What follows belongs to an exercise in optimizing a design on an open flow for small area, a short achievable clock period and few clock cycles; a production flow would make more cautious choices.
RTL that was checked went through simulation tests only; none was proved equivalent to the original.
No functional check of the RTL was part of run 5.
Power figures rest on the tool's default switching activity, not on a simulated workload.

## flow/design.v

```verilog
`timescale 1ns / 1ps
`default_nettype none
package ngga_pkg;
	function automatic logic [7:0] head_char(input logic [2:0] n);
		logic [7:0] r;
		case (n)
			3'd0: r = 8'h24;
			3'd1: r = 8'h47;
			3'd2: r = 8'h50;
			3'd3: r = 8'h47;
			3'd4: r = 8'h47;
			3'd5: r = 8'h41;
			default: r = 8'h00;
		endcase
		head_char = r;
	endfunction
	function automatic logic is_digit(input logic [7:0] c);
		is_digit = (c >= 8'h30) && (c <= 8'h39);
	endfunction
	function automatic logic is_space(input logic [7:0] c);
		is_space = c == 8'h20 || (c >= 8'h09 && c <= 8'h0d) || c == 8'h2b;
	endfunction
	function automatic logic [6:0] pair_code(input logic [7:0] a);
		pair_code = {1'b0, is_space(a), is_digit(a), a[3:0]};
	endfunction
	function automatic logic [6:0] pair_value(input logic [6:0] code, input logic [7:0] b);
		logic [6:0] da;
		logic [6:0] db;
		logic [6:0] r;
		da = 7'(code[3:0]);
		db = 7'(b[3:0]);
		r = 7'd0;
		if (code[4]) begin
			r = is_digit(b) ? 7'(da * 7'd10 + db) : da;
		end else if (code[5]) begin
			r = is_digit(b) ? db : 7'd0;
		end
		pair_value = r;
	endfunction
	function automatic logic [9:0] min_step(input logic [1:0] rr, input logic [3:0] d);
		logic [7:0] t;
		logic [1:0] r;
		case ({rr, d})
			6'd0: begin t = 8'd0; r = 2'd0; end
			6'd1: begin t = 8'd16; r = 2'd2; end
			6'd2: begin t = 8'd33; r = 2'd1; end
			6'd3: begin t = 8'd50; r = 2'd0; end
			6'd4: begin t = 8'd66; r = 2'd2; end
			6'd5: begin t = 8'd83; r = 2'd1; end
			6'd6: begin t = 8'd100; r = 2'd0; end
			6'd7: begin t = 8'd116; r = 2'd2; end
			6'd8: begin t = 8'd133; r = 2'd1; end
			6'd9: begin t = 8'd150; r = 2'd0; end
			6'd16: begin t = 8'd3; r = 2'd1; end
			6'd17: begin t = 8'd20; r = 2'd0; end
			6'd18: begin t = 8'd36; r = 2'd2; end
			6'd19: begin t = 8'd53; r = 2'd1; end
			6'd20: begin t = 8'd70; r = 2'd0; end
			6'd21: begin t = 8'd86; r = 2'd2; end
			6'd22: begin t = 8'd103; r = 2'd1; end
			6'd23: begin t = 8'd120; r = 2'd0; end
			6'd24: begin t = 8'd136; r = 2'd2; end
			6'd25: begin t = 8'd153; r = 2'd1; end
			6'd32: begin t = 8'd6; r = 2'd2; end
			6'd33: begin t = 8'd23; r = 2'd1; end
			6'd34: begin t = 8'd40; r = 2'd0; end
			6'd35: begin t = 8'd56; r = 2'd2; end
			6'd36: begin t = 8'd73; r = 2'd1; end
			6'd37: begin t = 8'd90; r = 2'd0; end
			6'd38: begin t = 8'd106; r = 2'd2; end
			6'd39: begin t = 8'd123; r = 2'd1; end
			6'd40: begin t = 8'd140; r = 2'd0; end
			6'd41: begin t = 8'd156; r = 2'd2; end
			default: begin t = 8'd0; r = 2'd0; end
		endcase
		min_step = {r, t};
	endfunction
endpackage
`default_nettype wire
`timescale 1ns / 1ps
`default_nettype none
module ngga_back (
	input wire logic clk,
	input wire logic clr,
	input wire logic hi_n,
	input wire logic [1:0] feed,
	input wire logic [1:0] close,
	input wire logic [7:0] c,
	input wire logic dig,
	input wire logic dot,
	input wire logic zero,
	output logic lon_wait_n,
	output logic [1:0] hold_n,
	output logic [1:0] rdy,
	output logic [1:0] ov,
	output logic [1:0] qv,
	output logic [31:0] q0,
	output logic [31:0] q1
);
	localparam logic [1:0] PH_INT = 2'd0;
	localparam logic [1:0] PH_FRAC = 2'd1;
	localparam logic [1:0] PH_DONE = 2'd2;
	logic [1:0] ph_q [2];
	logic [1:0] ph_n [2];
	logic [2:0] cn_q [2];
	logic [2:0] cn_n [2];
	logic [7:0] win_q [2];
	logic [7:0] win_n [2];
	logic [1:0] r_q [2];
	logic [1:0] r_n [2];
	logic [31:0] q_q [2];
	logic [31:0] q_n [2];
	logic ov_q [2];
	logic ov_n [2];
	logic qv_q [2];
	logic qv_n [2];
	logic rdy_q [2];
	logic rdy_n [2];
	logic [1:0] flush;
	logic [1:0] flush_n;
	logic [1:0] flush_q;
	logic sel_q;
	logic sel_n;
	logic qs0_q;
	logic qs1_q;
	logic [7:0] t_q;
	logic [7:0] t_n;
	logic [1:0] rs_q;
	logic [1:0] rs_n;
	logic sel;
	logic deg;
	logic [3:0] dout;
	logic [9:0] ms;
	logic [7:0] t;
	logic [31:0] qs;
	logic [34:0] csa_s;
	logic [34:0] csa_c;
	logic [34:0] u;
	logic [35:0] sum;
	assign q0 = q_q[0];
	assign q1 = q_q[1];
	assign ov = {ov_q[1], ov_q[0]};
	assign qv = {qv_q[1], qv_q[0]};
	assign rdy = {rdy_q[1], rdy_q[0]};
	always_comb begin
		for (int k = 0; k < 2; k++) begin
			flush[k] = flush_q[k];
		end
		sel = sel_q;
		qs = (q_q[1] & {32{qs1_q}}) | (q_q[0] & {32{qs0_q}});
		t = t_q;
		csa_s = {1'b0, qs, 2'b00} ^ {3'b000, qs} ^ {28'd0, t[7:1]};
		csa_c = ({1'b0, qs, 2'b00} & {3'b000, qs}) | ({1'b0, qs, 2'b00} & {28'd0, t[7:1]}) |
			({3'b000, qs} & {28'd0, t[7:1]});
		u = csa_s + {csa_c[33:0], 1'b0};
		sum = {u, t[0]};
	end
	always_comb begin
		logic step;
		for (int k = 0; k < 2; k++) begin
			ph_n[k] = ph_q[k];
			cn_n[k] = cn_q[k];
			win_n[k] = win_q[k];
			r_n[k] = r_q[k];
			q_n[k] = q_q[k];
			ov_n[k] = ov_q[k];
			qv_n[k] = qv_q[k];
			step = 1'b0;
			case (ph_q[k])
				PH_INT: begin
					if (feed[k]) begin
						if (dig) begin
							if (cn_q[k] >= 3'd5) begin
								ov_n[k] = 1'b1;
							end else begin
								step = cn_q[k] >= 3'd2;
								win_n[k] = {win_q[k][3:0], c[3:0]};
								cn_n[k] = (cn_q[k] == 3'd0 && zero) ? 3'd0 : cn_q[k] + 3'd1;
							end
						end else if (dot) begin
							ph_n[k] = PH_FRAC;
							cn_n[k] = 3'd0;
						end else begin
							ph_n[k] = PH_DONE;
							cn_n[k] = 3'd0;
						end
					end
				end
				PH_FRAC: begin
					if (feed[k]) begin
						if (dig) begin
							if (cn_q[k] < 3'd4) begin
								step = 1'b1;
								win_n[k] = {win_q[k][3:0], c[3:0]};
								cn_n[k] = cn_q[k] + 3'd1;
							end
						end else begin
							ph_n[k] = PH_DONE;
						end
					end
				end
				default: begin
					if (flush[k] && (sel == (k == 1))) begin
						step = 1'b1;
						win_n[k] = {win_q[k][3:0], 4'd0};
						cn_n[k] = cn_q[k] + 3'd1;
					end
				end
			endcase
			if (step) begin
				q_n[k] = sum[31:0];
				qv_n[k] = 1'b1;
				r_n[k] = rs_q;
				ov_n[k] = ov_q[k] | (|sum[35:32]);
			end
			if (close[k] && ph_n[k] != PH_DONE) begin
				cn_n[k] = (ph_n[k] == PH_INT && cn_n[k] == 3'd0) ? 3'd6 :
					(ph_n[k] == PH_INT ? 3'd0 : cn_n[k]);
				ph_n[k] = PH_DONE;
			end
			if (clr) begin
				ph_n[k] = PH_INT;
				cn_n[k] = 3'd0;
				win_n[k] = 8'h00;
				r_n[k] = 2'd0;
				qv_n[k] = 1'b0;
				ov_n[k] = 1'b0;
			end
			rdy_n[k] = (ph_n[k] == PH_DONE) && (cn_n[k] == 3'd6);
			flush_n[k] = (ph_n[k] == PH_DONE) && (cn_n[k] != 3'd6);
		end
		lon_wait_n = flush_n[0] && ((ph_n[1] == PH_INT && cn_n[1] >= 3'd2 && cn_n[1] < 3'd5) ||
			(ph_n[1] == PH_FRAC && cn_n[1] < 3'd4));
		for (int k = 0; k < 2; k++) begin
			hold_n[k] = qv_n[k] || ov_n[k];
		end
		sel_n = !flush_n[0] && (flush_n[1] || hi_n);
		deg = sel_n ? (ph_n[1] == PH_INT) : (ph_n[0] == PH_INT);
		dout = sel_n ? win_n[1][7:4] : win_n[0][7:4];
		ms = ngga_pkg::min_step(sel_n ? r_n[1] : r_n[0], dout);
		t_n = deg ? 8'({dout, 3'b000} + {dout, 1'b0}) : ms[7:0];
		rs_n = deg ? 2'd0 : ms[9:8];
	end
	always_ff @(posedge clk) begin
		sel_q <= sel_n;
		qs0_q <= !sel_n && qv_n[0];
		qs1_q <= sel_n && qv_n[1];
		t_q <= t_n;
		rs_q <= rs_n;
		flush_q <= flush_n;
		for (int k = 0; k < 2; k++) begin
			ph_q[k] <= ph_n[k];
			cn_q[k] <= cn_n[k];
			win_q[k] <= win_n[k];
			r_q[k] <= r_n[k];
			q_q[k] <= q_n[k];
			ov_q[k] <= ov_n[k];
			qv_q[k] <= qv_n[k];
			rdy_q[k] <= rdy_n[k];
		end
	end
endmodule
`default_nettype wire
`timescale 1ns / 1ps
`default_nettype none
module nmea_gga_sentence_parser (
	input wire logic clk,
	input wire logic arst_n,
	input wire logic char_valid,
	output logic char_stall,
	input wire logic [7:0] char_byte,
	input wire logic char_last,
	output logic res_valid,
	input wire logic res_stall,
	output logic [2:0] res_status,
	output logic [6:0] res_hours,
	output logic [6:0] res_mins,
	output logic [6:0] res_secs,
	output logic [31:0] res_lat_e7,
	output logic [7:0] res_lat_hemi,
	output logic [31:0] res_lon_e7,
	output logic [7:0] res_lon_hemi
);
	logic iv_q;
	logic [7:0] ib_q;
	logic il_q;
	logic idig_q;
	logic icom_q;
	logic idot_q;
	logic izero_q;
	logic init_q;
	logic clr_q;
	logic done_q;
	logic [7:0] cnt_q, cnt_n;
	logic long_q, long_n;
	logic prefix_q, prefix_n;
	logic [3:0] comma_q, comma_n;
	logic [2:0] tidx_q, tidx_n;
	logic intok_q, intok_n;
	logic [2:0] tlen_q, tlen_n;
	logic tbad_q, tbad_n;
	logic [7:0] hnew_q [2];
	logic [7:0] hnew_n [2];
	logic hseen_q [2];
	logic hseen_n [2];
	logic [6:0] pair_q [3];
	logic [6:0] pair_n [3];
	logic [2:0] st_q, st_n;
	logic tm_n;
	logic cm_n;
	logic tm_q;
	logic cm_q;
	logic [1:0] cmk_q;
	logic [1:0] hold_n;
	logic busy_q;
	logic tg_q;
	logic lw_q;
	logic lon_wait_n;
	logic take_n;
	logic done_n;
	logic [2:0] tidx_x;
	logic intok_x;
	logic cm_x;
	logic cm;
	logic [7:0] hemi_q [2];
	logic [7:0] hemi_n [2];
	logic consume;
	logic [1:0] hnew_w;
	logic [7:0] c_w;
	logic block;
	logic busy;
	logic take;
	logic hi_n;
	logic [1:0] fcoord;
	logic [1:0] feed;
	logic [1:0] close;
	logic [1:0] rdy;
	logic [1:0] ov;
	logic [1:0] qv;
	logic [31:0] q0;
	logic [31:0] q1;
	assign busy = busy_q;
	assign consume = iv_q & ~block;
	assign char_stall = iv_q & block;
	assign res_valid = done_q & rdy[0] & rdy[1];
	assign take = res_valid & ~res_stall;
	assign feed = fcoord & {2{consume}};
	assign hi_n = !init_q && !(consume && il_q) &&
		(tidx_q[2] || (consume && !icom_q && !intok_q && tidx_q == 3'd3));
	always_comb begin
		logic [7:0] c;
		logic comma;
		logic tstart;
		logic ftime;
		logic [6:0] pv;
		logic [6:0] lim;
		c = ib_q;
		c_w = ib_q;
		comma = icom_q;
		tstart = !comma && !intok_q;
		tidx_n = (tstart && tidx_q != 3'd7) ? tidx_q + 3'd1 : tidx_q;
		ftime = !comma && (intok_q ? tidx_q == 3'd2 : tidx_q == 3'd1) && tlen_q < 3'd6;
		fcoord[0] = !comma && (intok_q ? tidx_q == 3'd3 : tidx_q == 3'd2);
		fcoord[1] = !comma && (intok_q ? tidx_q == 3'd5 : tidx_q == 3'd4);
		block = (busy && (il_q || (!comma && tg_q))) || (!comma && idig_q && lw_q);
		close[0] = consume && (il_q || (comma && tidx_q == 3'd3));
		close[1] = consume && (il_q || (comma && tidx_q == 3'd5));
		cnt_n = cnt_q;
		long_n = long_q;
		if (!long_q) begin
			if (cnt_q == 8'd255) begin
				long_n = 1'b1;
			end else begin
				cnt_n = cnt_q + 8'd1;
			end
		end
		prefix_n = prefix_q;
		if (cnt_q < 8'd6 && c != ngga_pkg::head_char(cnt_q[2:0])) begin
			prefix_n = 1'b0;
		end
		comma_n = (comma && comma_q != 4'd15) ? comma_q + 4'd1 : comma_q;
		intok_n = !comma;
		for (int k = 0; k < 2; k++) begin
			hnew_n[k] = hnew_q[k];
			hseen_n[k] = hseen_q[k];
			hemi_n[k] = hemi_q[k];
		end
		hnew_w[0] = tstart && tidx_q == 3'd3;
		hnew_w[1] = tstart && tidx_q == 3'd5;
		for (int k = 0; k < 2; k++) begin
			if (hnew_w[k]) begin
				hnew_n[k] = c;
				hseen_n[k] = 1'b1;
			end
		end
		for (int k = 0; k < 3; k++) begin
			pair_n[k] = pair_q[k];
		end
		tlen_n = tlen_q;
		tbad_n = tbad_q;
		pv = ngga_pkg::pair_value(pair_q[2], c);
		lim = (tlen_q[2:1] == 2'd0) ? 7'd23 : 7'd59;
		if (ftime) begin
			tlen_n = tlen_q + 3'd1;
			if (!tlen_q[0]) begin
				pair_n[0] = pair_q[1];
				pair_n[1] = pair_q[2];
				pair_n[2] = ngga_pkg::pair_code(c);
			end else begin
				pair_n[2] = pv;
				if (pv > lim) begin
					tbad_n = 1'b1;
				end
			end
		end
		if (cnt_n < 8'd6 || !prefix_n) begin
			st_n = 3'd1;
		end else if (comma_n < 4'd14) begin
			st_n = 3'd2;
		end else if (long_n) begin
			st_n = 3'd5;
		end else if (tlen_n < 3'd6) begin
			st_n = 3'd3;
		end else if (tbad_n) begin
			st_n = 3'd4;
		end else begin
			st_n = 3'd0;
		end
		tm_n = (st_n == 3'd0) || (st_n == 3'd4);
		cm_n = tm_n || (st_n == 3'd3);
		if (cm_n) begin
			for (int k = 0; k < 2; k++) begin
				if (hseen_n[k]) begin
					hemi_n[k] = hnew_n[k];
				end
			end
		end
		if (il_q) begin
			cnt_n = '0;
			long_n = 1'b0;
			prefix_n = 1'b1;
			comma_n = '0;
			tidx_n = '0;
			intok_n = 1'b0;
			tlen_n = '0;
			tbad_n = 1'b0;
			for (int k = 0; k < 2; k++) begin
				hseen_n[k] = 1'b0;
			end
		end
	end
	always_comb begin
		take_n = res_valid & ~res_stall;
		done_n = take_n ? 1'b0 : ((consume && il_q) ? 1'b1 : done_q);
		tidx_x = init_q ? 3'd0 : (consume ? tidx_n : tidx_q);
		intok_x = init_q ? 1'b0 : (consume ? intok_n : intok_q);
		cm_x = (consume && il_q) ? cm_n : cm_q;
	end
	always_ff @(posedge clk) begin
		busy_q <= done_n || take_n;
		tg_q <= tidx_x[2] || tidx_x[1] || (tidx_x[0] && !intok_x);
		lw_q <= lon_wait_n && tidx_x[2] && !tidx_x[1] && (tidx_x[0] == intok_x);
		cmk_q <= {2{cm_x}} & hold_n;
	end
	always_ff @(posedge clk or negedge arst_n) begin
		if (!arst_n) begin
			iv_q <= 1'b0;
			init_q <= 1'b1;
			clr_q <= 1'b1;
			done_q <= 1'b0;
		end else begin
			if (!char_stall) begin
				iv_q <= char_valid;
			end
			init_q <= 1'b0;
			clr_q <= take;
			if (take) begin
				done_q <= 1'b0;
			end else if (consume && il_q) begin
				done_q <= 1'b1;
			end
		end
	end
	always_ff @(posedge clk) begin
		if (!char_stall) begin
			ib_q <= char_byte;
			il_q <= char_last;
			idig_q <= ngga_pkg::is_digit(char_byte);
			icom_q <= (char_byte == 8'h2c);
			idot_q <= (char_byte == 8'h2e);
			izero_q <= (char_byte[3:0] == 4'd0);
		end
		if (init_q) begin
			cnt_q <= '0;
			long_q <= 1'b0;
			prefix_q <= 1'b1;
			comma_q <= '0;
			tidx_q <= '0;
			intok_q <= 1'b0;
			tlen_q <= '0;
			tbad_q <= 1'b0;
			for (int k = 0; k < 2; k++) begin
				hseen_q[k] <= 1'b0;
				hemi_q[k] <= '0;
			end
		end else if (consume) begin
			cnt_q <= cnt_n;
			long_q <= long_n;
			prefix_q <= prefix_n;
			comma_q <= comma_n;
			tidx_q <= tidx_n;
			intok_q <= intok_n;
			tlen_q <= tlen_n;
			tbad_q <= tbad_n;
			for (int k = 0; k < 2; k++) begin
				if (hnew_w[k]) begin
					hnew_q[k] <= c_w;
				end
				hseen_q[k] <= hseen_n[k];
			end
			for (int k = 0; k < 3; k++) begin
				pair_q[k] <= pair_n[k];
			end
			if (il_q) begin
				st_q <= st_n;
				tm_q <= tm_n;
				cm_q <= cm_n;
				for (int k = 0; k < 2; k++) begin
					hemi_q[k] <= hemi_n[k];
				end
			end
		end
	end
	ngga_back u_back (
		.clk(clk),
		.clr(clr_q),
		.hi_n(hi_n),
		.feed(feed),
		.close(close),
		.c(ib_q),
		.dig(idig_q),
		.dot(idot_q),
		.zero(izero_q),
		.lon_wait_n(lon_wait_n),
		.hold_n(hold_n),
		.rdy(rdy),
		.ov(ov),
		.qv(qv),
		.q0(q0),
		.q1(q1)
	);
	assign res_status = st_q;
	assign res_hours = tm_q ? pair_q[0] : 7'd0;
	assign res_mins = tm_q ? pair_q[1] : 7'd0;
	assign res_secs = tm_q ? pair_q[2] : 7'd0;
	assign res_lat_e7 = cmk_q[0] ? (q0 | {32{ov[0]}}) : 32'd0;
	assign res_lon_e7 = cmk_q[1] ? (q1 | {32{ov[1]}}) : 32'd0;
	assign res_lat_hemi = hemi_q[0];
	assign res_lon_hemi = hemi_q[1];
endmodule
`default_nettype wire
```

## flow/flow/run.sh

```bash
#!/bin/bash
# The standard layout (the standard.sh: standard synthesis, floorplan, placement,
# CTS, routing) with two changes to how it is made: timing repair aims for more setup
# slack than the clock needs, and the port buffers are the small sky130 buffer.
set -e
bash standard.sh SETUP_SLACK_MARGIN=7 'BUFFER_PORTS_ARGS=-buffer_cell sky130_fd_sc_hd__buf_1' finish > standard.log 2>&1
```

## flow/standard.sh

```bash
#!/bin/bash
# synth_recipe.tcl (not shown) runs the flow's synth.tcl, then flattens the netlist and writes it again
# the make line also repeats each setting of config.mk as NAME=value (left out here)
make -C /OpenROAD-flow-scripts/flow DESIGN_CONFIG=/design/flow/config.mk WORK_HOME=/design/flow/orfs CLKGATE_MAP_FILE= SYNTH_SCRIPT=/design/flow/synth_recipe.tcl "${@:-finish}"
```

## flow/config.mk

```make
export PLATFORM = sky130hd
export DESIGN_NAME = nmea_gga_sentence_parser
export DESIGN_NICKNAME = nmea_gga_sentence_parser
export VERILOG_FILES = /design/flow/design.v
export SDC_FILE = /design/flow/constraint.sdc
export NUM_CORES = 4
export LEC_CHECK = 0
export CAP_MARGIN = 20
export CORE_MARGIN = 2
export CORE_UTILIZATION = 40
export CTS_CLUSTER_DIAMETER = 80
export CTS_CLUSTER_SIZE = 24
export SLEW_MARGIN = 20
```

## flow/constraint.sdc

```tcl
create_clock -name core_clock -period 11.0 [get_ports {clk}]
set_input_delay 2.2000 -clock core_clock [delete_from_list [all_inputs] [get_ports {clk}]]
set_output_delay 2.2000 -clock core_clock [all_outputs]
set_load 0.01 [all_outputs]
```

==> impl_results.md, run 1 <==
* Cell Area, Synth at 13150 um^2
* Root Buffer: clkbuf_16
* Vias in the first global route at 9716
* Initial antenna violation count at 0
* Worst Setup SP: tidx_q[0]
* All-layer global routing usage at 0.1854
* Largest net degree at the start of global routing at 38
* VDD IR max at 0.1368 mV
* H-tree Lvls at 1
* GRT overflow at 0
* Slew Limit Fails at 0
* Status: no timing/DRC/antenna violations
* CP arrival at 4310 ps
* Post-DP Area at 13960 um^2
* Post-route ant nets at 0
* Met3 Use GR at 0.02123
* GR Util met2 at 0.2939
* Pwr Density at 336.5 nW/um^2
* FFs w/ async S/R, synth at 0.01835
* Via count at 10470
* CTS Buf Count at 15
* Count of cell types in the netlist at 92
* Top_reg_cell synth: edfxtp_1
* Cell taking the most area after synthesis: edfxtp_1
* Flops & latches, synth at 218
* I/O Buffers at 118
* Unrepaired setup endpoints after global routing: yes
* First-pass detailed-route iteration total at 5
* Max clock buf depth at 3
* Die Ht at 185.3 um
* Synth top area cells: edfxtp_1, dfxtp_1, ha_1, o21a_1, nor2_1
* Clk Latency, worst-skew pair at 490 ps
* Worst-margin pin slew at 870.6 ps
* Num rows at 66
* Synth cell count leaders: edfxtp_1, nor2_1, ha_1, dfxtp_1, a21oi_1
* Worst Clk Skew at 15.86 ps
* Via/cell ratio at 5.534
* Crit-path leading delay family: simple AND/OR/NAND/NOR gates
* Nets@finish at 1564
* Core area at 32450 um^2
* Design Area, Final at 15130 um^2
* Final Hold Fails at 0
* GPL Wtd Cong at 0.8775
* Syn Inst Count at 1319
* First-pass GRT wire length at 51.54 mm
* Worst Hold Class: reg -> reg
* Crit Path Category: reg -> reg
* Crit-path max FO at 6
* Crit-path cells: ha_2 -> ha_2 -> a32o_2 -> buf_6 -> nand4_1 -> or4b_4 -> and3_4 -> mux2_4 -> a21o_4 -> buf_6 -> nand3_2 -> and2_4 -> clkinvlp_4 -> buf_6 -> ha_2 -> a21oi_2 -> a211oi_1 -> nor2_1 -> o221ai_1
* Worst slew margin at 0.4151
* Sum Neg Setup Slack at 0 ps
* Detailed Place HPWL at 23.02 mm
* Fin crit share at 0.3590
* DRC violations left at 0
* Die Area at 34350 um^2
* TritonCTS Sinks at 218
* Share of layout cells above drive strength 1 at 0.1366
* Routed len/inst at 17.39 um
* Max Cap Violations at 0
* CP endpoint kind: register
* Min-Delay Startpoint: pair_q[1][2]
* CP max stage cell: or4b_4
* Cell with the most instances after synthesis: edfxtp_1
* CTS tree: yes
* I/O pins at 119
* Final WL at 32.90 mm
* Hold_buf cts at 0
* Ant diodes at 0
* GRT met1 Usage at 0.2746
* Max Fclk at 253.2 MHz
* Min Tclk post-route at 3949 ps
* CP required at 11360 ps
* Yosys warnings at 26
* Leak at 5.820 nW
* Iteration-0 DRC Markers at 697
* Seq/Total Area, Yosys at 0.4241
* Buf+Inv Stages, Crit Path at 4
* Fillers at 3094
* CTS clock-pin slew for the worst setup and hold paths at 90 ps
* Slowest stage delay, CP at 490 ps
* R2R Path Start: tidx_q[0]
* Synthesized net count at 1441
* Critical path startpoint category: register
* Final setup fails at 0
* Most used routing layer in global routing: met2
* Post-synth EDFFs at 119
* Die width at 185.3 um
* Top cell type's share of synthesized area at 0.2717
* Area growth syn-to-layout at 15.03%
* Initial Util at 0.4052
* Syn Area/Cell at 9.971 um^2
-- metrics by stage --
stage / worst slack, ps / instances / power (mW) / util / hold slack (ps)
2_1_floorplan: 7064 / 1319 / 3.555 / - / 418.1
3_3_place_gp: 6101 / 1821 / 4.187 / 0.4302 / 423.9
3_5_place_dp: 5941 / 1821 / 4.220 / 0.4302 / 437.0
4_1_cts: 7005 / 1870 / 4.940 / 0.4552 / 458.5
5_1_grt: 6868 / 1892 / 5.503 / 0.4662 / 471.2
6_report: 7051 / 1892 / 5.090 / 0.4662 / 452.4
-- flip-flops by register name, indices dropped and copies added, names as in the netlist, 4 cells and up --
register      cells
ib_q              8
u_back.t_q        7
pair_q           21
u_back.q_q       64
hemi_q           16
hnew_q           16
u_back.r_q        4
u_back.ph_q       4
u_back.win_q     16
cnt_q             8
comma_q           4
u_back.cn_q       6
-- timing repair --
| item | CTS | global route |
|---|---|---|
| pin swaps | 12 | 25 |
| resized for setup | 52 | 49 |
| endpoints found under the setup margin | 106 | 18 |
| gates cloned | 0 | 1 |
| setup buffers | 24 | 21 |
-- routing by layer --
metal / up-vias / routed length [um]
li1: 5115 / -
met1: 5033 / 16030
met2: 284 / 14680
met3: 38 / 1733
met4: 0 / 451
met5: - / 0
-- placed cells by master (no fill, tap or decap), types with 20 or more instances in the layout --
cell type	synthesis	layout
nand2_1	80	79
buf_4	1	48
mux2i_1	38	35
nor3_1	29	26
buf_1	0	118
edfxtp_1	119	119
xnor2_1	30	30
o21ai_0	50	42
o21a_1	70	69
a21oi_1	83	71
nand3_1	36	34
nor2_1	112	110
inv_1	43	41
and2_1	27	26
dfxtp_1	95	87
ha_1	100	95
a22o_1	35	34
mux2_2	20	20
a21o_1	25	25
-- where the power goes --
group	switching, mW	internal (mW)
logic	1.73	1.24
clock network	0.290	0.280
registers	0.210	1.33
-- final timing paths --
| check | endpoint | slack [ps] | cells past startpoint |
|---|---|---|---|
| worst max-delay path | u_back.rs_q[1] | 7050 | 19 |
| worst max register to register | u_back.rs_q[1] | 7050 | 19 |
| max in group asynchronous | clr_q | 9190 | 1 |
| worst min register to register | pair_q[0][2] | 450 | 0 |
| min in group asynchronous | iv_q | 1540 | 1 |
| worst min-delay path | pair_q[0][2] | 450 | 0 |
-- cell families (layout without fill, tap and decap cells) --
family	count (synthesis)	in the layout	synth area share
compound gates	370	371	0.1956
xor+xnor	45	45	0.02997
fa+ha+maj	110	110	0.1096
buf+inv	117	247	0.03587
flops	218	218	0.4241
mux	61	61	0.04976
other cells	1	1	0.0002851
simple gates	397	397	0.1548
-- final cells by class --
class | instances | area (um^2) | share of cell area
clock buffer | 17 | 382.9 | 0.02531
clock inverter | 8 | 76.32 | 0.005045
inverter | 47 | 200.2 | 0.01323
multi-input combinational | 985 | 7416 | 0.4902
sequential | 218 | 5593 | 0.3697
tap | 442 | 553.0 | 0.03656
timing repair buffer | 175 | 907.1 | 0.05996
Testbench counts, summed over its fixed seeds: cycles 25,028.
==> run 2, diff against run 1 <==
--- a/flow/config.mk
+++ b/flow/config.mk
@@ -10,4 +10,4 @@
 export CORE_UTILIZATION = 40
-export CTS_CLUSTER_DIAMETER = 80
-export CTS_CLUSTER_SIZE = 24
+export CTS_CLUSTER_DIAMETER = 100
+export CTS_CLUSTER_SIZE = 30
 export SLEW_MARGIN = 20
==> run 2 against run 1 <==
Effect of this change: critical path type unchanged; register-to-register slack gained 20 ps; flip-flop and latch count is the same; largest power group unchanged; sequential share of layout area grew 0.22 points.
==> impl_results.md, run 2 <==
* All-layer global routing usage at 0.1844 (-0.001057)
* Max clock buf depth at 3 (unchanged)
* Slew Limit Fails at 0 (unchanged)
* I/O Buffers at 118 (unchanged)
* Post-synth EDFFs at 119 (unchanged)
* Power share of the clock group at 0.106 (-0.006)
* Fillers at 3095 (+0.032%)
* Biggest regs: u_back.q_q x64, pair_q x21
* Fin crit share at 0.3571 (-0.001867)
* Count of cell types in the netlist at 92 (unchanged)
* Syn Inst Count at 1319 (unchanged)
* Reg with most FFs: u_back.q_q
* Iteration-0 DRC Markers at 767 (+10%)
* Post-route ant nets at 0 (unchanged)
* Max Fclk at 254.6 MHz (+0.52%)
* Flops & latches, synth at 218 (unchanged)
* Crit Path Category: reg -> reg
* Cell Area, Synth at 13150 um^2 (unchanged)
* Hold_buf cts at 0 (unchanged)
* FFs w/ async S/R, synth at 0.01835 (unchanged)
* CP arrival at 4310 ps (about the same)
* Worst Clk Skew at 56.30 ps (+40.44 ps)
* Critical path startpoint category: register
* Root Buffer: clkbuf_16
* Die Area at 34350 um^2 (unchanged)
* First-pass detailed-route iteration total at 8 (+3)
* Placed insts at 1821 (unchanged)
* VDD IR max at 0.1428 mV (+4.4%)
* Synth top area cells: edfxtp_1, dfxtp_1, ha_1, o21a_1, nor2_1
* Cell with the most instances after synthesis: edfxtp_1
* Detailed Place HPWL at 23.02 mm (unchanged)
* Leak at 5.766 nW (-0.92%)
* First-pass GRT wire length at 51.33 mm (-0.40%)
* Final WL at 32.73 mm (-0.51%)
* Comb pwr share at 0.589 (+0.004)
* Worst slew margin at 0.4042 (-0.01094)
* Worst-margin pin slew at 892.8 ps (+22.15 ps)
* Met3 Wirelength at 1.469 mm (-15%)
* Min Tclk post-route at 3928 ps (-20.54 ps)
* Worst Hold Margin at 456.4 ps (+4.012 ps)
* CP required at 11380 ps (+20 ps)
* Dpl ws at 5941 ps (unchanged)
* Max Cap Violations at 0 (unchanged)
* Num rows at 66 (unchanged)
* Most common cell after layout, fill and taps aside: edfxtp_1
* Crit-path max FO at 6 (unchanged)
* Top cell type's share of synthesized area at 0.2717 (unchanged)
* DRC violations left at 0 (unchanged)
* Sw Pwr at 2.225 mW (-0.38%)
* Die Ht at 185.3 um (unchanged)
* Ant diodes at 0 (unchanged)
* TritonCTS Sinks at 218 (unchanged)
* Pwr Density at 335.8 nW/um^2 (-0.19%)
* CTS clock-pin slew for the worst setup and hold paths at 120 ps (+30 ps)
* Nets@finish at 1557 (-0.45%)
* Sequential Power Share at 0.305 (+0.002)
* Die width at 185.3 um (unchanged)
* Final setup fails at 0 (unchanged)
* GRT overflow at 0 (unchanged)
* CTS tree: yes
* Yosys warnings at 26 (unchanged)
* Int Pwr at 2.827 mW (-1.0%)
* CP endpoint kind: register
* Met1 WL at 16.26 mm (+1.4%)
* Unrepaired setup endpoints after global routing: yes
* Share of layout cells above drive strength 1 at 0.1319 (-0.004699)
* Register Area at 5594 um^2 (about the same)
* Largest net degree at the start of global routing at 38 (unchanged)
* Initial Util at 0.4052 (unchanged)
* Syn Area/Cell at 9.971 um^2 (unchanged)
* Area of the multi-input gates at 7397 um^2 (-0.25%)
* Sw Ratio at 0.4405 (+0.001656)
* Final Hold Fails at 0 (unchanged)
* Initial antenna violation count at 0 (unchanged)
* Via/cell ratio at 5.510 (-0.42%)
* Top_reg_cell synth: edfxtp_1
* Max reg flops at 64 (unchanged)
* Core area at 32450 um^2 (unchanged)
* Cell taking the most area after synthesis: edfxtp_1
* Synthesized net count at 1441 (unchanged)
* Status: no timing/DRC/antenna violations
* Routed len/inst at 17.38 um (about the same)
* Via count at 10376 (-0.90%)
* Post-route insts no fill at 1883 (-0.48%)
* Synth cell count leaders: edfxtp_1, nor2_1, ha_1, dfxtp_1, a21oi_1
* Post-DP Area at 13960 um^2 (unchanged)
* Area growth syn-to-layout at 14.39%
* Clk Latency, worst-skew pair at 500 ps (about the same)
* Routed met2 length at 14.61 mm (-0.50%)
* I/O pins at 119 (unchanged)
* GPL Wtd Cong at 0.8775 (unchanged)
* Seq/Total Area, Yosys at 0.4241 (unchanged)
* Design Area, Final at 15040 um^2 (-0.56%)
* Top Metal Used: met4
* Commonest cells after routing, fill and taps aside: edfxtp_1, buf_1, nor2_1, ha_1, dfxtp_1
* Sum Neg Setup Slack at 0 ps (unchanged)
* CTS Buf Count at 12 (-3)
* Vias in the first global route at 9633 (-0.85%)
* Worst Hold Class: reg -> reg
* Final WS setup at 7072 ps (+20.54 ps)
* H-tree Lvls at 1 (unchanged)
==> run 2: cell types whose count changed in the layout (fill, tap and decap cells not counted), sizes merged <==
cell	before	now
bufinv	1	0
inv	47	45
clkbuf	17	16
clkinv	5	4
buf	175	171
==> run 2: power groups by stage <==
stage / registers [mW] / logic, mW / clock network (mW)
after detailed placement: 1.56 / 2.66 / 0
final: 1.54 / 2.98 / 0.535
after floorplan: 1.43 / 2.12 / 0
after global placement: 1.56 / 2.62 / 0
after global routing: 1.57 / 3.31 / 0.578
after CTS: 1.53 / 2.80 / 0.551
==> run 2: logic make-up after synthesis <==
kind of cell             synth area share
adder cells (fa/ha/maj)            0.1096
other                           0.0002851
AND/OR/NAND/NOR                    0.1548
AO/OA/AOI/OAI                      0.1956
buffers and inverters             0.03587
flip-flops                         0.4241
multiplexers                      0.04976
XOR/XNOR                          0.02997
==> run 2: area by class of cell <==
cell class	count	share of cell area
clock inverters	4	0.003660
flip-flops and latches	218	0.3719
repair buffers	171	0.05781
well taps	442	0.03676
inverters	47	0.01372
clock buffers	16	0.02445
multi-input cells	985	0.4917
==> run 2: metal layers <==
| metal | global-route usage | vias up |
|---|---|---|
| li1 | - | 5095 |
| met1 | 0.2747 | 4995 |
| met2 | 0.2937 | 263 |
| met3 | 0.01770 | 23 |
| met4 | 0.02952 | 0 |
| met5 | 0 | - |
==> run 2: path summary, 6_finish.rpt <==
kind                                    from        endpoint  slack, ps  cells after the start
max in group asynchronous             arst_n          init_q       9200                      1
worst max-delay path               tidx_q[0]  u_back.rs_q[1]       7070                     18
worst min register to register  pair_q[1][2]    pair_q[0][2]        460                      0
worst min-delay path            pair_q[1][2]    pair_q[0][2]        460                      0
worst max register to register     tidx_q[0]  u_back.rs_q[1]       7070                     18
min in group asynchronous             arst_n            iv_q       1530                      1
==> run 2: what timing repair did <==
action | 4_1_cts | 5_1_grt
cloned | 0 | 1
endpoints found under the setup margin | 108 | 18
pin swaps | 9 | 28
buffers inserted | 21 | 20
gates resized for setup | 47 | 48
==> run 2: through the flow <==
stage / power, mW / util
6_report: 5.052 / 0.4635
5_1_grt: 5.461 / 0.4635
4_1_cts: 4.882 / 0.4528
3_5_place_dp: 4.220 / 0.4302
3_3_place_gp: 4.187 / 0.4302
2_1_floorplan: 3.555 / -
==> run 2: critical path, cell delays in order (launching register included) <==
cell and delay (ps):
dfxtp_4 380, ha_2 200, ha_2 180, a32o_2 300, a31o_1 250, buf_4 140
o211ai_1 280, buf_4 190, a21oi_4 50, mux2_4 280, a21o_4 260, buf_6 140
nand3_2 60, and2_4 170, clkinvlp_4 140, ha_1 210, mux2_1 290, a21oi_2 160
o221ai_1 140
==> run 3, diff against run 2 <==
--- a/flow/flow/run.sh
+++ b/flow/flow/run.sh
@@ -5,2 +5,2 @@
 set -e
-bash standard.sh SETUP_SLACK_MARGIN=7 'BUFFER_PORTS_ARGS=-buffer_cell sky130_fd_sc_hd__buf_1' finish > standard.log 2>&1
+bash standard.sh SETUP_SLACK_MARGIN=7.15 'BUFFER_PORTS_ARGS=-buffer_cell sky130_fd_sc_hd__buf_1' finish > standard.log 2>&1
==> run 3 against run 2 <==
Effect of this change: clock power decreased by 3%; fmax down 1.0%; global-route usage increased by 0.33 points; area after synthesis did not move; sequential power hardly changed; utilization is 1.2 points higher; first-iteration DRC count decreased by 7.4%; largest cell class unchanged; largest power group unchanged; highest routed layer unchanged.
==> impl_results.md, run 3 <==
* Slowest stage delay, CP at 530 ps (+150 ps)
* CP arrival at 4380 ps (+70 ps)
* I/O pins at 119 (unchanged)
* Iteration-0 DRC Markers at 710 (-7.4%)
* Initial Util at 0.4052 (unchanged)
* Cell with the most instances after synthesis: edfxtp_1
* Final Hold Fails at 0 (unchanged)
* Final setup fails at 0 (unchanged)
* Design Area, Final at 15420 um^2 (+2.5%)
* Biggest regs: u_back.q_q x64, pair_q x21
* Top_reg_cell synth: edfxtp_1
* Post-DP Area at 13970 um^2 (about the same)
* Flops & latches, synth at 218 (unchanged)
* Crit Path Category: reg -> reg
* CTS clock-pin slew for the worst setup and hold paths at 110 ps (about the same)
* I/O Buffers at 118 (unchanged)
* Top cell type's share of synthesized area at 0.2717 (unchanged)
* R2R Path Start: icom_q
* Crit-path max FO at 7 (+1)
* Unrepaired setup endpoints after global routing: yes
* Post-route insts no fill at 1908 (+1.3%)
* Area growth syn-to-layout at 17.26%
* GRT overflow at 0 (unchanged)
* Clk Latency, worst-skew pair at 490 ps (about the same)
* Compound-gate portion of the synthesized area at 0.1956 (unchanged)
* Worst Setup SP: icom_q
* Commonest cells after routing, fill and taps aside: edfxtp_1, buf_1, nor2_1, ha_1, dfxtp_1
* Reg with most FFs: u_back.q_q
* Final WL at 33.63 mm (+2.7%)
* Max Fclk at 252.0 MHz (-1.0%)
* Fin crit share at 0.3608 (+0.003646)
* Die Ht at 185.3 um (unchanged)
* Sw Ratio at 0.4437 (+0.003237)
* Syn Inst Count at 1319 (unchanged)
* Count of cell types in the netlist at 92 (unchanged)
* Max reg flops at 64 (unchanged)
* Main combinational cell family by area after synthesis: compound AO/OA/AOI/OAI gates
* Simple logic cell fraction of the synthesized area at 0.1548 (unchanged)
* H-tree Lvls at 1 (unchanged)
* Yosys warnings at 26 (unchanged)
* Power Total at 5.141 mW (+1.8%)
* Via/cell ratio at 5.527 (+0.30%)
* Die Area at 34350 um^2 (unchanged)
* Worst-margin pin slew at 1001 ps (+108.3 ps)
* Nets@finish at 1582 (+1.6%)
* DRC violations left at 0 (unchanged)
* Num rows at 66 (unchanged)
* Vias in the first global route at 9913 (+2.9%)
* Leak at 5.957 nW (+3.3%)
* Power share of the clock group at 0.101 (-0.005)
* Root Buffer: clkbuf_16
* Synth top area cells: edfxtp_1, dfxtp_1, ha_1, o21a_1, nor2_1
* Crit-path leading delay family: compound AO/OA/AOI/OAI gates
* FFs w/ async S/R, synth at 0.01835 (unchanged)
* TritonCTS Sinks at 218 (unchanged)
* Core area at 32450 um^2 (unchanged)
* Sequential Power Share at 0.301 (-0.004)
* First-pass detailed-route iteration total at 5 (-3)
* Hold_buf cts at 0 (unchanged)
* CTS Buf Count at 12 (unchanged)
* Ant diodes at 0 (unchanged)
* Initial antenna violation count at 0 (unchanged)
* Post-synth EDFFs at 119 (unchanged)
* Critical path startpoint category: register
* Fillers at 3034 (-2.0%)
* Mux cell area share after synthesis at 0.04976 (unchanged)
* Status: no timing/DRC/antenna violations
* CTS tree: yes
* Worst Hold Class: reg -> reg
* Slew Limit Fails at 0 (unchanged)
* CP required at 11410 ps (+30 ps)
* Worst Clk Skew at 17.66 ps (-38.64 ps)
* Worst slew margin at 0.3275 (-0.07671)
* Max Cap Violations at 0 (unchanged)
* Seq/Total Area, Yosys at 0.4241 (unchanged)
* Crit-path cells: buf_4 -> buf_6 -> o21a_4 -> a31o_1 -> or4b_4 -> and3_4 -> mux2_4 -> a21o_4 -> buf_4 -> a21boi_4 -> nor2_4 -> buf_4 -> ha_1 -> a211oi_2 -> nor2_2 -> o221ai_1
* CP endpoint kind: register
* Max clock buf depth at 3 (unchanged)
* Cell Area, Synth at 13150 um^2 (unchanged)
* Die width at 185.3 um (unchanged)
* Min Tclk post-route at 3968 ps (+40.11 ps)
* Min-Delay Startpoint: pair_q[1][3]
* Placed insts at 1821 (unchanged)
* Share of layout cells above drive strength 1 at 0.1623 (+0.03049)
* Post-route ant nets at 0 (unchanged)
* Synthesized net count at 1441 (unchanged)
* Syn Area/Cell at 9.971 um^2 (unchanged)
* Adder-cell share of the synthesized area at 0.1096 (unchanged)
* First-pass GRT wire length at 52.24 mm (+1.8%)
* Detailed Place HPWL at 23.08 mm (+0.25%)
* CP max stage cell: or4b_4
* Largest net degree at the start of global routing at 38 (unchanged)
* Int Pwr at 2.860 mW (+1.2%)
* Cell taking the most area after synthesis: edfxtp_1
* Synth Area in XOR/XNOR at 0.02997 (unchanged)
* Routed len/inst at 17.62 um (+1.4%)
* Via count at 10545 (+1.6%)
* Synth cell count leaders: edfxtp_1, nor2_1, ha_1, dfxtp_1, a21oi_1
* VDD IR max at 0.1669 mV (+17%)
* Pwr Density at 333.4 nW/um^2 (-0.74%)
* Most common cell after layout, fill and taps aside: edfxtp_1
* GPL Wtd Cong at 0.9177 (+4.6%)
* Buf+Inv Stages, Crit Path at 4 (unchanged)
* Sum Neg Setup Slack at 0 ps (unchanged)
* Comb pwr share at 0.598 (+0.009)
* CP dominant cell by count: buf_4
* All-layer global routing usage at 0.1876 (+0.003284)
* Sw Pwr at 2.281 mW (+2.5%)
==> run 3: layout make-up <==
type	instances	area [um^2]	area share
clock buffers	14	339.1	0.02199
clock inverters	6	62.56	0.004057
inverters	47	200.2	0.01298
multi-input cells	986	7586	0.4919
flip-flops and latches	218	5607	0.3636
well taps	442	553.0	0.03586
repair buffers	195	1074	0.06961
==> run 3: power by group through the flow <==
stage	registers [mW]	logic, mW	clock network, mW
2_1_floorplan	1.43	2.13	0
3_5_place_dp	1.57	2.67	0
4_1_cts	1.54	2.87	0.536
5_1_grt	1.58	3.42	0.563
3_3_place_gp	1.57	2.62	0
6_report	1.55	3.07	0.520
==> run 3: repair_timing <==
item	4_1_cts	5_1_grt
gates resized for setup	76	57
pin swaps	29	46
endpoints found under the setup margin	116	49
gates cloned	1	1
setup buffers	37	28
==> run 3: logic make-up after synthesis <==
group                      Yosys count
muxes                               61
DFF                                218
other                                1
buffers and inverters              117
adders and majority gates          110
and+or+nand+nor                    397
AOI/OAI and AO/OA                  370
xor gates and xnor gates            45
==> run 3: routing by layer <==
layer	share of wire	track usage	up-vias
li1	-	-	5160
met1	0.49	0.2790	5043
met2	0.45	0.2948	306
met3	0.043	0.01789	36
met4	0.015	0.04095	0
met5	0	0	-
==> run 3: stage by stage <==
stage | hold slack (ps) | setup slack, ps | util
floorplan | 418.1 | 7157 | -
global placement | 429.4 | 6102 | 0.4304
detailed placement | 427.0 | 5918 | 0.4305
CTS | 452.3 | 7113 | 0.4601
global route | 472.7 | 6946 | 0.4752
finish | 451.9 | 7032 | 0.4752
==> run 3: final timing paths <==
| check | end | slack, ps | depth (start not counted) |
|---|---|---|---|
| setup / recovery | u_back.rs_q[0] | 7030 | 16 |
| hold / removal | pair_q[0][3] | 450 | 0 |
| setup reg to reg | u_back.rs_q[0] | 7030 | 16 |
| hold reg to reg | pair_q[0][3] | 450 | 0 |
| max in group asynchronous | init_q | 9210 | 1 |
| min in group asynchronous | iv_q | 1530 | 1 |
==> run 4, diff against run 3 <==
--- a/flow/flow/run.sh
+++ b/flow/flow/run.sh
@@ -5,2 +5,2 @@
 set -e
-bash standard.sh SETUP_SLACK_MARGIN=7.15 'BUFFER_PORTS_ARGS=-buffer_cell sky130_fd_sc_hd__buf_1' finish > standard.log 2>&1
+bash standard.sh SETUP_SLACK_MARGIN=6.8 'BUFFER_PORTS_ARGS=-buffer_cell sky130_fd_sc_hd__buf_1' finish > standard.log 2>&1
==> run 4 against run 3 <==
Effect of this change: critical path depth is the same; synthesized cell count is the same; count of clock-buffer cells in the layout grew 2; sequential share of layout area grew 1.4 points; fmax shrank 1.6%; clock skew grew 39 ps; non-clock buffer count shrank 34; die area is the same; clock power grew 3%; via count shrank 2.4%; largest cell class unchanged.
==> impl_results.md, run 4 <==
* Hold_buf cts at 0 (unchanged)
* Nets@finish at 1547 (-2.2%)
* FFs w/ async S/R, synth at 0.01835 (unchanged)
* Final Hold Fails at 0 (unchanged)
* Seq/Total Area, Yosys at 0.4241 (unchanged)
* Reg with most FFs: u_back.q_q
* Post-layout util at 0.4567 (-0.01847)
* Routed len/inst at 17.22 um (-2.3%)
* Via count at 10290 (-2.4%)
* GPL Wtd Cong at 0.8775 (-4.4%)
* Unrepaired setup endpoints after global routing: yes
* Yosys warnings at 26 (unchanged)
* Design Area, Final at 14820 um^2 (-3.9%)
* Post-route ant nets at 0 (unchanged)
* Clk Latency, worst-skew pair at 500 ps (about the same)
* CP endpoint kind: register
* Final WL at 32.25 mm (-4.1%)
* Syn Inst Count at 1319 (unchanged)
* Worst-margin pin slew at 884.5 ps (-116.6 ps)
* Fin crit share at 0.3667 (+0.005926)
* Worst hold endpoint: pair_q[0][2]
* Initial Util at 0.4052 (unchanged)
* Power Total at 4.925 mW (-4.2%)
* CP arrival at 4430 ps (+50 ps)
* First-pass GRT wire length at 50.66 mm (-3.0%)
* Syn Area/Cell at 9.971 um^2 (unchanged)
* Pwr Density at 332.3 nW/um^2 (-0.32%)
* GRT overflow at 0 (unchanged)
* Commonest cells after routing, fill and taps aside: edfxtp_1, buf_1, nor2_1, ha_1, dfxtp_1
* Max reg flops at 64 (unchanged)
* Area growth syn-to-layout at 12.70%
* Placed insts at 1821 (unchanged)
* Detailed Place HPWL at 23.02 mm (-0.25%)
* CP required at 11390 ps (-20 ps)
* Min Tclk post-route at 4034 ps (+65.19 ps)
* Num rows at 66 (unchanged)
* Cell Area, Synth at 13150 um^2 (unchanged)
* Max clock buf depth at 3 (unchanged)
* Post-synth EDFFs at 119 (unchanged)
* VDD IR max at 0.1432 mV (-14%)
* Most common cell after layout, fill and taps aside: edfxtp_1
* Synthesized net count at 1441 (unchanged)
* R2R Path End: u_back.t_q[6]
* Cell with the most instances after synthesis: edfxtp_1
* Initial antenna violation count at 0 (unchanged)
* Post-route insts no fill at 1873 (-1.8%)
* CTS clock-pin slew for the worst setup and hold paths at 120 ps (about the same)
* Top_reg_cell synth: edfxtp_1
* Synth top area cells: edfxtp_1, dfxtp_1, ha_1, o21a_1, nor2_1
* Worst slew margin at 0.4097 (+0.08226)
* Sum Neg Setup Slack at 0 ps (unchanged)
* Max Fclk at 247.9 MHz (-1.6%)
* Crit-path max FO at 10 (+3)
* Max Cap Violations at 0 (unchanged)
* Share of layout cells above drive strength 1 at 0.1132 (-0.04914)
* Via/cell ratio at 5.494 (-0.59%)
* H-tree Lvls at 1 (unchanged)
* Synth cell count leaders: edfxtp_1, nor2_1, ha_1, dfxtp_1, a21oi_1
* Biggest regs: u_back.q_q x64, pair_q x21
* Vias in the first global route at 9521 (-4.0%)
* Die Area at 34350 um^2 (unchanged)
* TritonCTS Sinks at 218 (unchanged)
* Worst Hold Margin at 456.7 ps (+4.713 ps)
* Flops & latches, synth at 218 (unchanged)
* Hold depth at 0 (unchanged)
* Worst Hold Class: reg -> reg
* All-layer global routing usage at 0.1819 (-0.005736)
* Ant diodes at 0 (unchanged)
* Core area at 32450 um^2 (unchanged)
* Crit Path Category: reg -> reg
* Die Ht at 185.3 um (unchanged)
* Final setup fails at 0 (unchanged)
* Leak at 5.707 nW (-4.2%)
* Min-Delay Startpoint: pair_q[1][2]
* Count of cell types in the netlist at 92 (unchanged)
* CTS Buf Count at 12 (unchanged)
* Largest net degree at the start of global routing at 38 (unchanged)
* Post-DP Area at 13960 um^2 (about the same)
* CTS tree: yes
* Worst reg2reg setup slack at 6970 ps (-70 ps)
* Final WS setup at 6966 ps (-65.19 ps)
* Slew Limit Fails at 0 (unchanged)
* I/O pins at 119 (unchanged)
* I/O Buffers at 118 (unchanged)
* Fillers at 3122 (+2.9%)
* Cell taking the most area after synthesis: edfxtp_1
* DRC violations left at 0 (unchanged)
* Critical path startpoint category: register
* Iteration-0 DRC Markers at 711 (+0.14%)
* Root Buffer: clkbuf_16
* Status: no timing/DRC/antenna violations
* Worst Clk Skew at 57.00 ps (+39.34 ps)
* Dpl ws at 5941 ps (+22.47 ps)
* First-pass detailed-route iteration total at 7 (+2)
* R2r worst-path depth at 16 (unchanged)
* R2R Path Start: idig_q
* Top cell type's share of synthesized area at 0.2717 (unchanged)
* Die width at 185.3 um (unchanged)
## run 4: changes by cell type in the layout (fill, tap and decap cells not counted), moves of 5 or more
cell and delta:
a21oi_1 +5, buf_4 -24, buf_6 -8, dfxtp_4 -6
ha_1 +8, ha_4 -6
## run 4: kinds of logic after synthesis
family,count (synthesis),synth area share
AOI/OAI and AO/OA,370,0.1956
xor gates and xnor gates,45,0.02997
adders and majority gates,110,0.1096
buffers and inverters,117,0.03587
DFF,218,0.4241
muxes,61,0.04976
other,1,0.0002851
and+or+nand+nor,397,0.1548
## run 4: worst max-delay path, cell delays in order (launching register included)
cell	delay, ps
edfxtp_1	500
buf_4	190
a21bo_2	220
or4_4	450
nor2_4	150
a2111oi_4	100
a211oi_4	390
nor3_2	110
a211o_2	410
nor2_8	200
mux2i_4	440
inv_4	110
ha_1	200
a21oi_1	170
nor2_1	50
o21ai_0	150
o21ai_0	90
## run 4: layout make-up
cell class,count,area (um^2),share of cell area
Clock inverter,4,55.05,0.003714
Inverter,47,193.9,0.01308
Timing Repair Buffer,161,770.7,0.05200
Multi-Input combinational cell,985,7292,0.4920
Clock buffer,16,367.9,0.02482
Sequential cell,218,5589,0.3771
Tap cell,442,553.0,0.03731
## run 4: per-layer routing
layer / part of all wire / vias up / track usage
met5: 0 / - / 0
met4: 0.012 / 0 / 0.02952
met3: 0.047 / 23 / 0.01770
met2: 0.44 / 248 / 0.2876
met1: 0.50 / 4947 / 0.2726
li1: - / 5072 / -
## run 4: worst max path at each step
stage              start             to  slack, ps  cells after the start
3_5_place_dp        il_q  u_back.t_q[6]       5940                     17
2_1_floorplan  tidx_q[0]  u_back.t_q[5]       7060                     17
4_1_cts           icom_q     char_stall       6820                      5
6_report          idig_q  u_back.t_q[6]       6970                     16
5_1_grt             il_q  u_back.t_q[6]       6730                     16
3_3_place_gp        il_q  u_back.t_q[6]       6100                     17
## run 4: report_power, final
part           switching, mW  leakage [nW]  internal (mW)
clock network          0.287         0.206          0.248
logic                   1.68          3.56           1.17
registers              0.209          1.94           1.33
total                   2.18          5.71           2.75
## run 4: timing repair
item                       CTS  global route
resized for setup           24            34
hold endpoints to repair     0             0
buffers inserted             9            22
pin swaps                    4             8
setup endpoints to repair   92            16
cloned                       0             1
==> run 5, diff against run 4 <==
--- a/flow/design.v
+++ b/flow/design.v
@@ -110,4 +110,4 @@
 	logic [1:0] r_n [2];
-	logic [31:0] q_q [2];
-	logic [31:0] q_n [2];
+	logic [35:0] q_q [2];
+	logic [35:0] q_n [2];
 	logic ov_q [2];
@@ -139,4 +139,4 @@
 	logic [35:0] sum;
-	assign q0 = q_q[0];
-	assign q1 = q_q[1];
+	assign q0 = q_q[0][31:0];
+	assign q1 = q_q[1][31:0];
 	assign ov = {ov_q[1], ov_q[0]};
@@ -149,3 +149,3 @@
 		sel = sel_q;
-		qs = (q_q[1] & {32{qs1_q}}) | (q_q[0] & {32{qs0_q}});
+		qs = (q_q[1][31:0] & {32{qs1_q}}) | (q_q[0][31:0] & {32{qs0_q}});
 		t = t_q;
@@ -165,3 +165,3 @@
 			q_n[k] = q_q[k];
-			ov_n[k] = ov_q[k];
+			ov_n[k] = ov_q[k] | (qv_q[k] & (|q_q[k][35:32]));
 			qv_n[k] = qv_q[k];
@@ -210,6 +210,5 @@
 			if (step) begin
-				q_n[k] = sum[31:0];
+				q_n[k] = sum;
 				qv_n[k] = 1'b1;
 				r_n[k] = rs_q;
-				ov_n[k] = ov_q[k] | (|sum[35:32]);
 			end
@@ -228,3 +227,2 @@
 			end
-			rdy_n[k] = (ph_n[k] == PH_DONE) && (cn_n[k] == 3'd6);
 			flush_n[k] = (ph_n[k] == PH_DONE) && (cn_n[k] != 3'd6);
@@ -258,3 +256,3 @@
 			qv_q[k] <= qv_n[k];
-			rdy_q[k] <= rdy_n[k];
+			rdy_q[k] <= !clr && (ph_q[k] == PH_DONE) && (cn_q[k] == 3'd6);
 		end
--- a/flow/flow/run.sh
+++ b/flow/flow/run.sh
@@ -5,2 +5,2 @@
 set -e
-bash standard.sh SETUP_SLACK_MARGIN=6.8 'BUFFER_PORTS_ARGS=-buffer_cell sky130_fd_sc_hd__buf_1' finish > standard.log 2>&1
+bash standard.sh SETUP_SLACK_MARGIN=7 'BUFFER_PORTS_ARGS=-buffer_cell sky130_fd_sc_hd__buf_1' finish > standard.log 2>&1
--- a/flow/config.mk
+++ b/flow/config.mk
@@ -10,4 +10,2 @@
 export CORE_UTILIZATION = 40
-export CTS_CLUSTER_DIAMETER = 100
-export CTS_CLUSTER_SIZE = 30
 export SLEW_MARGIN = 20
==> run 5 against run 4 <==
Effect of this change: utilization up 4.0 points; hold slack worse by 16 ps; final area up 12%; area after synthesis up 2.6%; clock skew down 30 ps; die area up 2.6%; critical path depth up 3; sequential share of layout area down 2.4 points; count of clock-buffer cells in the layout up 16; register-to-register slack better by 50 ps; largest power group unchanged; sequential power up 3%.
==> impl_results.md, run 5 <==
* Status: no timing/DRC/antenna violations
* Sw Ratio at 0.4169 (-0.02528)
* Worst reg2reg setup slack at 7020 ps (+50 ps)
* Dpl ws at 6348 ps (+407.2 ps)
* Worst slew margin at 0.4723 (+0.06255)
* Power Total at 5.431 mW (+10%)
* Post-layout util at 0.4964 (+0.03973)
* Biggest regs: u_back.q_q x72, pair_q x21
* Pwr Density at 327.9 nW/um^2 (-1.3%)
* Design Area, Final at 16560 um^2 (+12%)
* CP endpoint kind: register
* Via count at 11069 (+7.6%)
* VDD IR max at 0.1498 mV (+4.6%)
* First-pass detailed-route iteration total at 5 (-2)
* Vias in the first global route at 10287 (+8.0%)
* All-layer global routing usage at 0.1911 (+0.009251)
* Fillers at 3078 (-1.4%)
* Area of the multi-input gates at 7754 um^2 (+6.3%)
* TritonCTS Sinks at 226 (+3.7%)
* Final WL at 35.57 mm (+10%)
* Post-synth EDFFs at 127 (+6.7%)
* Nets@finish at 1655 (+7.0%)
* Cell taking the most area after synthesis: edfxtp_1
* DRC violations left at 0 (unchanged)
* Reg with most FFs: u_back.q_q
* FFs w/ async S/R, synth at 0.01770 (-0.0006495)
* Worst Clk Skew at 26.77 ps (-30.22 ps)
* Root Buffer: clkbuf_16
* Share of layout cells above drive strength 1 at 0.1954 (+0.08215)
* Int Pwr at 3.167 mW (+15%)
* Final Hold Fails at 0 (unchanged)
* CTS clock-pin slew for the worst setup and hold paths at 70 ps (-50 ps)
* Max reg flops at 72 (+13%)
* R2r worst-path depth at 19 (+3)
* R2R Path End: u_back.t_q[5]
* Die Ht at 187.7 um (+1.3%)
* Crit-path max FO at 9 (-1)
* Syn Inst Count at 1353 (+2.6%)
* First-pass GRT wire length at 55.55 mm (+9.7%)
* Synth top area cells: edfxtp_1, dfxtp_1, ha_1, o21a_1, nor2_1
* Iteration-0 DRC Markers at 695 (-2.3%)
* Die width at 187.7 um (+1.3%)
* Power share of the clock group at 0.157 (+0.048)
* Initial antenna violation count at 1 (+1)
* Largest net degree at the start of global routing at 42 (+11%)
* Seq/Total Area, Yosys at 0.4310 (+0.006907)
* Top cell type's share of synthesized area at 0.2825 (+0.01082)
* Placed insts at 1865 (+2.4%)
* GPL Wtd Cong at 0.8773 (about the same)
* Initial Util at 0.4046 (-0.0006754)
* Unrepaired setup endpoints after global routing: yes
* Num rows at 67 (+1.5%)
* Min Tclk post-route at 3984 ps (-49.60 ps)
* Die Area at 35230 um^2 (+2.6%)
* Detailed Place HPWL at 23.42 mm (+1.8%)
* Syn Area/Cell at 9.976 um^2 (about the same)
* I/O Buffers at 118 (unchanged)
* Synth cell count leaders: nor2_1, edfxtp_1, ha_1, dfxtp_1, a21oi_1
* Worst-margin pin slew at 784.4 ps (-100.1 ps)
* Slew Limit Fails at 0 (unchanged)
* Register Area at 5847 um^2 (+4.6%)
* Worst Hold Margin at 440.7 ps (-15.98 ps)
* GRT overflow at 0 (unchanged)
* Most common cell after layout, fill and taps aside: edfxtp_1
* Sw Pwr at 2.264 mW (+4.0%)
* Min-Delay Startpoint: pair_q[1][4]
* Final WS setup at 7016 ps (+49.60 ps)
* Clk Latency, worst-skew pair at 550 ps (+50 ps)
* Fin crit share at 0.3622 (-0.004509)
* Core area at 33360 um^2 (+2.8%)
* Routed len/inst at 17.79 um (+3.4%)
* Flops & latches, synth at 226 (+3.7%)
* Via/cell ratio at 5.537 (+0.79%)
* Post-route ant nets at 0 (unchanged)
* Critical path startpoint category: register
* Hold_buf cts at 0 (unchanged)
* Ant diodes at 0 (unchanged)
* Final setup fails at 0 (unchanged)
* Yosys warnings at 25 (-3.8%)
* Cell with the most instances after synthesis: nor2_1
* Post-route insts no fill at 1999 (+6.7%)
* Worst Hold Class: reg -> reg
* Post-DP Area at 14340 um^2 (+2.7%)
* CTS tree: yes
* Commonest cells after routing, fill and taps aside: edfxtp_1, nor2_1, buf_1, ha_1, dfxtp_1
* Top_reg_cell synth: edfxtp_1
* Max Fclk at 251.0 MHz (+1.2%)
* R2R Path Start: tidx_q[2]
* Leak at 6.261 nW (+9.7%)
* CP required at 11430 ps (+40 ps)
* Hold depth at 0 (unchanged)
* Max clock buf depth at 3 (unchanged)
* Count of cell types in the netlist at 99 (+7.6%)
* CTS Buf Count at 25 (+13)
* Comb pwr share at 0.552 (-0.027)
* CP arrival at 4420 ps (about the same)
* Crit Path Category: reg -> reg
* Cell Area, Synth at 13500 um^2 (+2.6%)
* Sum Neg Setup Slack at 0 ps (unchanged)
* I/O pins at 119 (unchanged)
* H-tree Lvls at 1 (unchanged)
* Sequential Power Share at 0.291 (-0.022)
* Area growth syn-to-layout at 22.71%
* Synthesized net count at 1476 (+2.4%)
* Worst hold endpoint: pair_q[0][4]
* Max Cap Violations at 0 (unchanged)
-- run 5: changes by cell type in the layout (fill, tap and decap cells not counted), sizes merged, moves of 8 or more --
cell	previous run	this run
edfxtp	119	127
nor3	29	42
clkbuf	16	34
nor2	114	135
o21ai	52	70
buf	161	216
mux2i	39	22
a21o	26	9
a21oi	83	94
-- run 5: cells by family after synthesis --
| family | synth area share |
|---|---|
| flops | 0.4310 |
| other cells | 0.0002778 |
| compound gates | 0.1978 |
| fa+ha+maj | 0.1077 |
| buf+inv | 0.03383 |
| mux | 0.03912 |
| simple gates | 0.1630 |
| xor+xnor | 0.02725 |
-- run 5: worst max-delay path by stage --
stage	from	to	slack, ps	cells past startpoint
finish	tidx_q[2]	u_back.t_q[5]	7020	19
floorplan	u_back.qs1_q	u_back.q_q[0][34]	7010	16
detailed placement	u_back.qs0_q	u_back.q_q[0][35]	6350	14
global route	tidx_q[2]	u_back.rs_q[0]	6860	19
CTS	idig_q	char_stall	6860	5
global placement	idig_q	u_back.t_q[6]	6450	15
-- run 5: area by class of cell --
class	count	area share
multi-input combinational	1016	0.4681
timing repair buffer	219	0.08181
clock buffer	32	0.04502
clock inverter	14	0.006874
tap	448	0.03384
sequential	226	0.3530
inverter	44	0.01133
-- run 5: power groups by stage --
stage	Sequential, mW	Combinational (mW)	Clock (mW)
final	1.58	3.00	0.854
after global routing	1.61	3.30	0.914
after CTS	1.57	2.70	0.876
after detailed placement	1.59	2.49	0
after global placement	1.59	2.47	0
after floorplan	1.47	1.99	0
-- run 5: what timing repair did --
action,CTS,global route
endpoints found under the setup margin,78,55
gates cloned,1,1
resized for setup,54,102
setup buffers,39,47
endpoints found under the hold margin,0,0
pin swaps,21,53
-- run 5: worst max-delay path, cell delays in order (launching register included) --
cell and delay [ps]:
dfxtp_2 440, inv_1 110, ha_4 170, and3b_2 230, o2111ai_4 290, nor2_1 110
nand3b_1 260, and4_1 240, mux2_4 280, a21o_4 250, clkinv_4 80, nor2_8 50
mux2i_4 210, inv_4 130, ha_4 140, inv_2 40, fa_2 410, xnor2_2 130
nor2_1 70, a31oi_1 220
-- run 5: layer usage --
metal / up-vias / wire, um / track usage / part of all wire
met5: - / 0 / 0 / 0
met4: 0 / 609 / 0.04270 / 0.017
met3: 46 / 1706 / 0.02340 / 0.048
met2: 307 / 16400 / 0.3066 / 0.46
met1: 5339 / 16850 / 0.2761 / 0.47
li1: 5377 / - / - / -

==> what the ideal ports hide <==
The flow's constraints put no driver on any port. The routed layouts listed below were extracted and timed again, unchanged, in two steps.
Step 1: set_driving_cell puts a clkbuf_16 on clk and a buf_2 on each other input, an assumption about the parent block.
Step 2 times the ports against the registers' clock, not the clock port: input delays grow and output delays shrink by t, the midpoint of the rising clock arrivals with the driver on.
a / b / c = ideal / step 1 / step 2; a / b = the first two.
run | t, ns | slack for setup (ns) | hold slack, ns | worst setup path after step 2
run 1 | 0.530 | 7.051 / 7.051 / 7.051 | 0.452 / 0.452 / 0.452 | register to register
run 2 | 0.520 | 7.072 / 7.053 / 7.072 | 0.456 / 0.456 / 0.456 | register to register
run 3 | 0.526 | 7.032 / 6.996 / 7.032 | 0.452 / 0.452 / 0.452 | register to register
run 4 | 0.522 | 6.966 / 6.966 / 6.966 | 0.457 / 0.457 / 0.457 | register to register
run 5 | 0.593 | 7.016 / 7.016 / 7.016 | 0.441 / 0.441 / 0.441 | register to register
After both steps every run listed still meets setup and hold.
